Background: an optimization exercise with open tools, aiming at small area, a short achievable clock period and few clock cycles. Do not read the settings as production practice. Function was checked by simulation only, so behaviour that the tests miss may differ from the original. Power and IR drop assume default switching activity.

--- design/flow/config.mk ---
export PLATFORM = sky130hd
export DESIGN_NAME = rv32_core
export DESIGN_NICKNAME = rv32_core
export VERILOG_FILES = /design/flow/design.v
export SDC_FILE = /design/flow/constraint.sdc
export NUM_CORES = 4
export LEC_CHECK = 0
export CAP_MARGIN = 20
export CORE_MARGIN = 2
export CORE_UTILIZATION = 40
export SLEW_MARGIN = 20
--- design/flow/constraint.sdc ---
create_clock -name core_clock -period 7.5 [get_ports {clk}]
set_input_delay 1.5000 -clock core_clock [delete_from_list [all_inputs] [get_ports {clk}]]
set_output_delay 1.5000 -clock core_clock [all_outputs]
set_load 0.01 [all_outputs]
--- design/flow/design.v ---
`default_nettype none
package core_pkg;
	typedef logic [32-1:0]       word_t;        
	typedef logic [5-1:0] reg_addr_t;    
	typedef enum logic [6:0] {
		OP_REG    = 7'b0110011,    
		OP_IMM    = 7'b0010011,    
		OP_LOAD   = 7'b0000011,    
		OP_STORE  = 7'b0100011,    
		OP_BRANCH = 7'b1100011     
	} opcode_e;
	typedef enum logic [2:0] {
		ALU_ADD,                   
		ALU_SUB,
		ALU_AND,
		ALU_OR,
		ALU_XOR,
		ALU_SLT                    
	} alu_op_e;
	typedef struct packed {
		alu_op_e alu_op;
		logic    use_imm;          
		logic    reg_write;
		logic    mem_read;
		logic    mem_write;
		logic    is_branch;
		logic    branch_ne;        
	} ctrl_t;
	typedef struct packed {
		logic      valid;
		word_t     pc;
		reg_addr_t rs1;
		reg_addr_t rs2;
		reg_addr_t rd;
		word_t     rs1_data;
		word_t     rs2_data;
		word_t     imm;
		ctrl_t     ctrl;
	} id_ex_t;
	typedef struct packed {
		logic      valid;
		reg_addr_t rd;
		word_t     alu_result;     
		word_t     store_data;
		ctrl_t     ctrl;
	} ex_mem_t;
	typedef struct packed {
		logic      valid;
		reg_addr_t rd;
		logic      reg_write;
		word_t     write_data;
	} mem_wb_t;
	typedef struct packed {
		logic  cyc;
		logic  stb;
		logic  we;
		word_t adr;
		word_t dat_w;
	} wb_req_t;
	typedef struct packed {
		logic  ack;
		word_t dat_r;              
	} wb_rsp_t;
endpackage
`default_nettype wire
`timescale 1ns/1ps
`default_nettype none
module fetch_unit (
	input  logic  clk,
	input  logic  rst_n,
	input  logic  hold,           
	input  logic  redirect,       
	input  core_pkg::word_t redirect_pc,
	input  core_pkg::word_t instr,          
	output core_pkg::word_t pc,
	output core_pkg::word_t fd_instr,
	output core_pkg::word_t fd_pc,
	output logic  fd_valid
);
core_pkg::word_t fd_instr_q;            
always_ff @(posedge clk or negedge rst_n) begin
	if (!rst_n) begin
		pc <= 32'h0000_0000;
	end else if (redirect) begin
		pc <= redirect_pc;        
	end else if (!hold) begin
		pc <= pc + core_pkg::word_t'(4);    
	end
end
always_ff @(posedge clk or negedge rst_n) begin
	if (!rst_n) begin
		fd_valid <= 1'b0;
	end else if (redirect) begin
		fd_valid <= 1'b0;         
	end else if (!hold) begin
		fd_valid <= 1'b1;
	end
end
always_ff @(posedge clk) begin
	if (!hold) begin
		fd_instr_q <= instr;
		fd_pc      <= pc;
	end
end
assign fd_instr = fd_valid ? fd_instr_q : 32'h0000_0013;
endmodule
`default_nettype wire
`timescale 1ns/1ps
`default_nettype none
module decoder (
	input  core_pkg::word_t     instr,
	input  core_pkg::word_t     pc,
	input  core_pkg::word_t     rs1_data,       
	input  core_pkg::word_t     rs2_data,
	output core_pkg::reg_addr_t rs1,
	output core_pkg::reg_addr_t rs2,
	output core_pkg::id_ex_t    decoded
);
core_pkg::opcode_e   opcode;
core_pkg::reg_addr_t rd;
logic [2:0] funct3;
logic      funct7_b5;                
core_pkg::word_t     imm_i;
core_pkg::word_t     imm_s;
core_pkg::word_t     imm_b;
core_pkg::word_t     imm;
core_pkg::ctrl_t     ctrl;
assign opcode    = core_pkg::opcode_e'(instr[6:0]);
assign rd        = instr[11:7];
assign funct3    = instr[14:12];
assign rs1       = instr[19:15];
assign rs2       = instr[24:20];
assign funct7_b5 = instr[30];
assign imm_i = {{(32-12){instr[31]}}, instr[31:20]};
assign imm_s = {{(32-12){instr[31]}}, instr[31:25], instr[11:7]};
assign imm_b = {{(32-13){instr[31]}}, instr[31], instr[7], instr[30:25], instr[11:8], 1'b0};
always_comb begin
	ctrl = '0;                       
	imm  = '0;
	case (opcode)
		core_pkg::OP_REG: begin
			ctrl.reg_write = 1'b1;
			case ({funct7_b5, funct3})
				4'b0_000: ctrl.alu_op = core_pkg::ALU_ADD;
				4'b1_000: ctrl.alu_op = core_pkg::ALU_SUB;
				4'b0_111: ctrl.alu_op = core_pkg::ALU_AND;
				4'b0_110: ctrl.alu_op = core_pkg::ALU_OR;
				4'b0_100: ctrl.alu_op = core_pkg::ALU_XOR;
				4'b0_010: ctrl.alu_op = core_pkg::ALU_SLT;
				default:  ctrl = '0;
			endcase
		end
		core_pkg::OP_IMM: if (funct3 == 3'b000) begin    
			ctrl.reg_write = 1'b1;
			ctrl.use_imm   = 1'b1;
			imm            = imm_i;
		end
		core_pkg::OP_LOAD: if (funct3 == 3'b010) begin   
			ctrl.reg_write = 1'b1;
			ctrl.mem_read  = 1'b1;
			ctrl.use_imm   = 1'b1;
			imm            = imm_i;
		end
		core_pkg::OP_STORE: if (funct3 == 3'b010) begin  
			ctrl.mem_write = 1'b1;
			ctrl.use_imm   = 1'b1;
			imm            = imm_s;
		end
		core_pkg::OP_BRANCH: if (funct3[2:1] == 2'b00) begin
			ctrl.is_branch = 1'b1;
			ctrl.branch_ne = funct3[0];    
			imm            = imm_b;
		end
		default: ctrl = '0;
	endcase
end
always_comb begin
	decoded          = '0;
	decoded.valid    = 1'b0;         
	decoded.pc       = pc;
	decoded.rs1      = rs1;
	decoded.rs2      = rs2;
	decoded.rd       = rd;
	decoded.rs1_data = rs1_data;
	decoded.rs2_data = rs2_data;
	decoded.imm      = imm;
	decoded.ctrl     = ctrl;
end
endmodule
`default_nettype wire
`timescale 1ns/1ps
`default_nettype none
module regfile (
	input  logic                   clk,
	input  logic [5-1:0] rs1,
	input  logic [5-1:0] rs2,
	output logic [32-1:0]       rs1_data,
	output logic [32-1:0]       rs2_data,
	input  logic                   we,
	input  logic [5-1:0] rd,
	input  logic [32-1:0]       wdata
);
logic [32-1:0] regs [2**5];
always_ff @(posedge clk) begin
	if (we) regs[rd] <= wdata;       
end
assign rs1_data = (rs1 == '0) ? '0 : (we && rd == rs1) ? wdata : regs[rs1];
assign rs2_data = (rs2 == '0) ? '0 : (we && rd == rs2) ? wdata : regs[rs2];
endmodule
`default_nettype wire
`timescale 1ns/1ps
`default_nettype none
module execute_stage (
	input  core_pkg::id_ex_t  id_ex,
	input  core_pkg::ex_mem_t ex_mem,           
	input  core_pkg::mem_wb_t mem_wb,           
	output core_pkg::ex_mem_t result,
	output logic    redirect,
	output core_pkg::word_t   redirect_pc
);
core_pkg::word_t op_a;
core_pkg::word_t op_b_reg;                      
core_pkg::word_t op_b;
core_pkg::word_t alu_y;
logic  equal;
function automatic core_pkg::word_t bypass(input core_pkg::reg_addr_t rs, input core_pkg::word_t reg_data,
		input core_pkg::ex_mem_t em, input core_pkg::mem_wb_t mw);
	core_pkg::word_t val;
	if (rs != '0 && em.valid && em.ctrl.reg_write && !em.ctrl.mem_read && em.rd == rs)
		val = em.alu_result;          
	else if (rs != '0 && mw.valid && mw.reg_write && mw.rd == rs)
		val = mw.write_data;
	else
		val = reg_data;
	bypass = val;
endfunction
always_comb begin
	op_a     = bypass(id_ex.rs1, id_ex.rs1_data, ex_mem, mem_wb);
	op_b_reg = bypass(id_ex.rs2, id_ex.rs2_data, ex_mem, mem_wb);
	op_b     = id_ex.ctrl.use_imm ? id_ex.imm : op_b_reg;
end
always_comb begin
	case (id_ex.ctrl.alu_op)
		core_pkg::ALU_ADD: alu_y = op_a + op_b;    
		core_pkg::ALU_SUB: alu_y = op_a - op_b;
		core_pkg::ALU_AND: alu_y = op_a & op_b;
		core_pkg::ALU_OR:  alu_y = op_a | op_b;
		core_pkg::ALU_XOR: alu_y = op_a ^ op_b;
		core_pkg::ALU_SLT: alu_y = {{(32-1){1'b0}}, $signed(op_a) < $signed(op_b)};
		default: alu_y = op_a + op_b;
	endcase
end
assign equal       = (op_a == op_b_reg);
assign redirect    = id_ex.valid & id_ex.ctrl.is_branch & (equal ^ id_ex.ctrl.branch_ne);
assign redirect_pc = id_ex.pc + id_ex.imm;      
always_comb begin
	result            = '0;
	result.valid      = id_ex.valid;
	result.rd         = id_ex.rd;
	result.alu_result = alu_y;
	result.store_data = op_b_reg;
	result.ctrl       = id_ex.ctrl;
end
endmodule
`default_nettype wire
`timescale 1ns/1ps
`default_nettype none
module mem_stage (
	input  logic    clk,
	input  logic    rst_n,
	input  core_pkg::ex_mem_t ex_mem,
	output core_pkg::wb_req_t dmem_req,
	input  core_pkg::wb_rsp_t dmem_rsp,
	output core_pkg::mem_wb_t result,
	output logic    mem_busy         
);
logic access;                        
logic ack_q;                         
logic acked;
assign access = ex_mem.valid & (ex_mem.ctrl.mem_read | ex_mem.ctrl.mem_write);
assign acked  = dmem_req.stb & dmem_rsp.ack;
always_comb begin
	dmem_req       = '0;
	dmem_req.cyc   = access & ~ack_q;        
	dmem_req.stb   = access & ~ack_q;
	dmem_req.we    = ex_mem.ctrl.mem_write;
	dmem_req.adr   = ex_mem.alu_result;
	dmem_req.dat_w = ex_mem.store_data;
end
always_ff @(posedge clk or negedge rst_n) begin
	if (!rst_n) begin
		ack_q <= 1'b0;
	end else begin
		ack_q <= acked;               
	end
end
assign mem_busy = access & ~acked;
always_comb begin
	result            = '0;
	result.valid      = ex_mem.valid;
	result.rd         = ex_mem.rd;
	result.reg_write  = ex_mem.ctrl.reg_write;
	result.write_data = ex_mem.ctrl.mem_read ? dmem_rsp.dat_r : ex_mem.alu_result;
end
endmodule
`default_nettype wire
`timescale 1ns/1ps
`default_nettype none
module data_path (
	input  logic    clk,
	input  logic    rst_n,
	output core_pkg::word_t   instr_addr,
	input  core_pkg::word_t   instr,
	output core_pkg::wb_req_t dmem_req,
	input  core_pkg::wb_rsp_t dmem_rsp
);
core_pkg::word_t     pc;
core_pkg::word_t     fd_instr;
core_pkg::word_t     fd_pc;
logic      fd_valid;
logic      hold;                   
logic      flush;                  
logic      load_use;
logic      mem_busy;
logic      redirect;
core_pkg::word_t     redirect_pc;
core_pkg::reg_addr_t rs1;
core_pkg::reg_addr_t rs2;
core_pkg::word_t     rs1_data;
core_pkg::word_t     rs2_data;
core_pkg::id_ex_t    decoded;
core_pkg::id_ex_t    id_ex_d;
core_pkg::id_ex_t    id_ex_q;
core_pkg::ex_mem_t   ex_result;
core_pkg::ex_mem_t   ex_mem_q;
core_pkg::mem_wb_t   mem_result;
core_pkg::mem_wb_t   mem_wb_q;
assign instr_addr = pc;
assign hold       = mem_busy | load_use;
assign flush      = redirect & ~mem_busy;    
fetch_unit u_fetch_unit (
	.clk(clk),
	.rst_n(rst_n),
	.hold(hold),
	.redirect(flush),
	.redirect_pc(redirect_pc),
	.instr(instr),
	.pc(pc),
	.fd_instr(fd_instr),
	.fd_pc(fd_pc),
	.fd_valid(fd_valid)
);
decoder u_decoder (
	.instr(fd_instr),
	.pc(fd_pc),
	.rs1_data(rs1_data),
	.rs2_data(rs2_data),
	.rs1(rs1),
	.rs2(rs2),
	.decoded(decoded)
);
regfile u_regfile (
	.clk(clk),
	.rs1(rs1),
	.rs2(rs2),
	.rs1_data(rs1_data),
	.rs2_data(rs2_data),
	.we(mem_wb_q.valid & mem_wb_q.reg_write),   
	.rd(mem_wb_q.rd),
	.wdata(mem_wb_q.write_data)
);
assign load_use = id_ex_q.valid & id_ex_q.ctrl.mem_read & (id_ex_q.rd != '0)
	& ((id_ex_q.rd == rs1) | (id_ex_q.rd == rs2));
always_comb begin
	id_ex_d       = decoded;
	id_ex_d.valid = fd_valid & ~flush & ~load_use;    
end
execute_stage u_execute_stage (
	.id_ex(id_ex_q),
	.ex_mem(ex_mem_q),
	.mem_wb(mem_wb_q),
	.result(ex_result),
	.redirect(redirect),
	.redirect_pc(redirect_pc)
);
mem_stage u_mem_stage (
	.clk(clk),
	.rst_n(rst_n),
	.ex_mem(ex_mem_q),
	.dmem_req(dmem_req),
	.dmem_rsp(dmem_rsp),
	.result(mem_result),
	.mem_busy(mem_busy)
);
always_ff @(posedge clk or negedge rst_n) begin
	if (!rst_n) begin
		id_ex_q  <= '0;
		ex_mem_q <= '0;
		mem_wb_q <= '0;
	end else if (!mem_busy) begin
		id_ex_q  <= id_ex_d;
		ex_mem_q <= ex_result;
		mem_wb_q <= mem_result;      
	end
end
endmodule
`default_nettype wire
`timescale 1ns/1ps
`default_nettype none
module rv32_core (
	input  wire        clk,
	input  wire        rst_n,
	output wire [31:0] instr_addr,
	input  wire [31:0] instr,
	output wire        dmem_cyc,
	output wire        dmem_stb,
	output wire        dmem_we,
	output wire [31:0] dmem_adr,
	output wire [31:0] dmem_dat_w,
	input  wire        dmem_ack,
	input  wire [31:0] dmem_dat_r
);
core_pkg::wb_req_t dmem_req;
core_pkg::wb_rsp_t dmem_rsp;
assign dmem_rsp.ack   = dmem_ack;
assign dmem_rsp.dat_r = dmem_dat_r;
assign dmem_cyc   = dmem_req.cyc;
assign dmem_stb   = dmem_req.stb;
assign dmem_we    = dmem_req.we;
assign dmem_adr   = dmem_req.adr;
assign dmem_dat_w = dmem_req.dat_w;
data_path u_data_path (
	.clk(clk),
	.rst_n(rst_n),
	.instr_addr(instr_addr),
	.instr(instr),
	.dmem_req(dmem_req),
	.dmem_rsp(dmem_rsp)
);
endmodule
`default_nettype wire
--- design/flow/run.sh ---
#!/bin/bash
# synth_recipe.tcl (not shown) runs the flow's synth.tcl, then flattens the netlist and writes it again
# the make line also repeats each setting of config.mk as NAME=value (left out here)
make -C /OpenROAD-flow-scripts/flow DESIGN_CONFIG=/design/flow/config.mk WORK_HOME=/design/flow/orfs CLKGATE_MAP_FILE= SYNTH_SCRIPT=/design/flow/synth_recipe.tcl finish
==> results.toml <==
[outcome]
outcome = "timing/DRC/antenna clean"

[cells_and_area]
nets = 5500
drive_above_1_share = 0.197
syn_to_final_growth_pct = 13.0

[critical_path]
cp_max_fo = 29
required_ns = 8.22
critPathCaptureType = "register"
critPathKind = "register to register"
cp.arrival_ns = 7.13
cp-start-kind = "register"

[cts]
numCtsBuffers = 153
clk_pin_slew_worst_paths_ns = 0.06
cts_tree = "done"
postCtsSetupBuffers = 0
htreeDepth = 4
root_buffer = "clkbuf_16"
clock_path_buffers = 3
hold_buffers = 0
clk_latency_ns = 0.84
clkSinkCount = 1368
ctsResizeCount = 0

[timing]
fin_crit_sh = 0.854
setup_viol = 0
hold_viol = 0
finalCriticalPeriod_ns = 6.40
finalMaxSlewViolations = 0
fin_skew_ns = 0.0546
rsz0062_at_grt = "no"
tightest_slew_ns = 1.09
relSlewSlack = 0.252
setup_tns_ns = 0
fmax_mhz = 156

[synthesis]
yosysWarnings = 6
ys_seq_area_frac = 0.556
synth_area_leaders = "edfxtp_1 46%, mux4_2 18%, dfrtp_1 9.8%"
post_synth_mux_area_share = 0.196
synth_flop_cell = "edfxtp_1"
synthAdderAreaFrac = 0.0233
synth_common_cells = "1088 x edfxtp_1, 757 x nand2_1, 578 x mux4_2"
synth-simple-area-share = 0.0970
async_flop_share = 0.205
yosys.area.top_type = "edfxtp_1"
syn-cell-area_sq_um = 71400
synth_compound_area_frac = 0.0755
synth_nets = 5485
syn_avg_cell_area_sq_um = 13.5
synth.distinct_cells = 82
synth_top_family_by_area = "multiplexers"
synth_edf_count = 1088
synth_top_area_frac = 0.458
synth_xor_area_frac = 0.0179
synth-seq-cells = 1368
yosysMostFrequentCell = "edfxtp_1"
synth_cells = 5287

[drt]
drt-initial-drc-count = 6150
routed_via_density = 6.21
drt_pass1_iterations = 6
wirelength_microns = 236000
antenna_left = 0
routed-via-count = 48400
avgRoutedWirePerCell_microns = 30.3
drc = 0

[floorplanning]
dieWidth_microns = 426
die_height_microns = 426
ios = 166
core_sq_um = 178000
rows = 155
dieArea_sq_um = 182000
start_util = 0.401

[grt]
grt_pass1_vias = 48000
grt_pass1_wl_microns = 340000
antenna_found_initial = 10
grt-ovfl-total = 0
grtUsageTotal = 0.259
grt_max_degree = 142

[pwr]
finalPower_mw = 20.6
ir_drop_v = 0.000231
power.density_nw_per_um2 = 256
leakage_nw = 27.7

[worst_hold_path]
hp-class = "register to register"

[place]
gp_congestion = 0.892
io_buffers = 165
hpwl_microns = 144000

[job]
cap_violations = 0
-- logic make-up after synthesis --
kind of cell / Yosys count
and+or+nand+nor: 1528
DFF: 1368
AOI/OAI and AO/OA: 865
muxes: 670
buffers and inverters: 579
xor gates and xnor gates: 146
adders and majority gates: 131
-- metal layers --
metal	global-route usage	vias to the layer above	share of wire
li1	-	20300	-
met1	0.344	24900	0.39
met2	0.418	2633	0.48
met3	0.0535	453	0.099
met4	0.0965	2	0.037
met5	0	-	0.000047
-- registers in the layout (all words and copies together) (netlist names) --
register / count
u_data_path.u_mem_stage.ack_q: 1
u_data_path.id_ex_q: 134
u_data_path.u_fetch_unit.fd_instr_q: 32
u_data_path.u_fetch_unit.pc: 32
u_data_path.u_fetch_unit.fd_pc: 32
u_data_path.ex_mem_q: 73
u_data_path.u_regfile.regs: 1024
u_data_path.u_fetch_unit.fd_valid: 1
u_data_path.mem_wb_q: 39
-- through the flow --
| step | instances | hold WS, ns | util | instance area [sq um] | setup slack, ns |
|---|---|---|---|---|---|
| 2_1_floorplan | 5287 | 0.422 | - | 71400 | 2.40 |
| 3_5_place_dp | 7502 | 0.430 | 0.425 | 75500 | 1.17 |
| 5_1_grt | 7788 | 0.454 | 0.453 | 80600 | 0.736 |
| 3_3_place_gp | 7502 | 0.426 | 0.425 | 75500 | 1.29 |
| 6_report | 7789 | 0.440 | 0.453 | 80600 | 1.10 |
| 4_1_cts | 7788 | 0.443 | 0.453 | 80600 | 1.14 |
-- area by class of cell --
cell class / instances / area [sq um]
clock buffer: 199 / 4110
sequential: 1368 / 39700
clock inverter: 87 / 975
tap: 2355 / 2950
fill: 15700 / 97200
antenna: 1 / 2.50
inverter: 132 / 495
multi-input combinational: 3340 / 29600
timing repair buffer: 307 / 2860
-- cells in the final DEF, fill, tap and decap left out, types with 21 or more instances in the layout --
master / Yosys / routed
nor2_4: 0 / 32
clkbuf_16: 0 / 153
mux2i_1: 80 / 80
buf_4: 68 / 131
nand2_1: 757 / 747
a22oi_1: 21 / 21
nor3_1: 83 / 83
nor2_1: 164 / 132
a31o_2: 25 / 25
clkbuf_1: 281 / 35
clkdlybuf4s50_1: 0 / 164
and2_1: 139 / 136
mux4_2: 578 / 578
clkinv_2: 0 / 27
a31oi_1: 61 / 61
ha_1: 128 / 128
o21ai_0: 375 / 373
clkinv_1: 3 / 28
a311oi_1: 33 / 33
xnor2_1: 97 / 97
nand3_1: 237 / 236
a21oi_1: 128 / 127
o31ai_1: 21 / 21
edfxtp_1: 1088 / 1088
and3_1: 42 / 42
xor2_1: 49 / 49
inv_1: 129 / 129
dfrtp_1: 280 / 273
-- worst max-delay path: stages, from the launching register on --
cell and delay [ns]:
dfrtp_1 0.43, or4_1 0.63, o211a_1 0.24, buf_4 0.23, nand2_1 0.24, mux2_2 0.38, mux2i_1 0.25, o21ai_0 0.19
ha_1 0.37, o21bai_1 0.17, a21oi_1 0.14, o21ai_0 0.39, a31oi_1 0.33, o211ai_1 0.40, a2111oi_0 0.18, buf_4 0.18
o41ai_1 0.93, mux2i_1 0.28, a211oi_1 0.09, a211o_1 0.24
-- final timing paths --
check                                                        from                  endpoint  slack [ns]  cells past startpoint
worst max-delay path                     u_data_path.id_ex_q[111]  u_data_path.ex_mem_q[68]        1.10                     19
worst min-delay path            u_data_path.u_fetch_unit.fd_pc[5]  u_data_path.id_ex_q[125]        0.44                      2
worst max register to register           u_data_path.id_ex_q[111]  u_data_path.ex_mem_q[68]        1.10                     19
worst min register to register  u_data_path.u_fetch_unit.fd_pc[5]  u_data_path.id_ex_q[125]        0.44                      2
max in group asynchronous                                   rst_n  u_data_path.mem_wb_q[12]        5.44                      2
min in group asynchronous                                   rst_n  u_data_path.ex_mem_q[60]        0.66                      1
-- power by group --
group          internal (mW)  leakage, nW  switching [mW]  total (mW)
Combinational           1.17         11.8            2.25        3.42
Clock                   4.28         2.47            3.29        7.57
Sequential              9.13         13.4           0.522        9.65
Testbench counts, summed over its fixed seeds: cycles 37,452.

[static timing again, ports no longer ideal]
In the flow no input, the clock included, has a driving cell. The finished layout below was timed again as built, in two steps.
Step 1: set_driving_cell puts a clkbuf_16 on clk and a buf_2 on each other input, an assumption about the parent block.
Step 2, shift: input delay + t, output delay - t, t = (earliest + latest rising clock arrival at the registers) / 2. This alone moves slack from input paths to output paths.
Three values: no drivers, after step 1, after step 2; two values: the first two.
t, ns: 0.893
slack for setup (ns): 1.098 / 1.098 / 1.098
latest minus earliest clock arrival (ns): 0.055 / 0.055
After both steps setup and hold are still met in this run. The setup slack of this run moves by 0.000 ns with the drivers and by 0.000 ns with both steps.
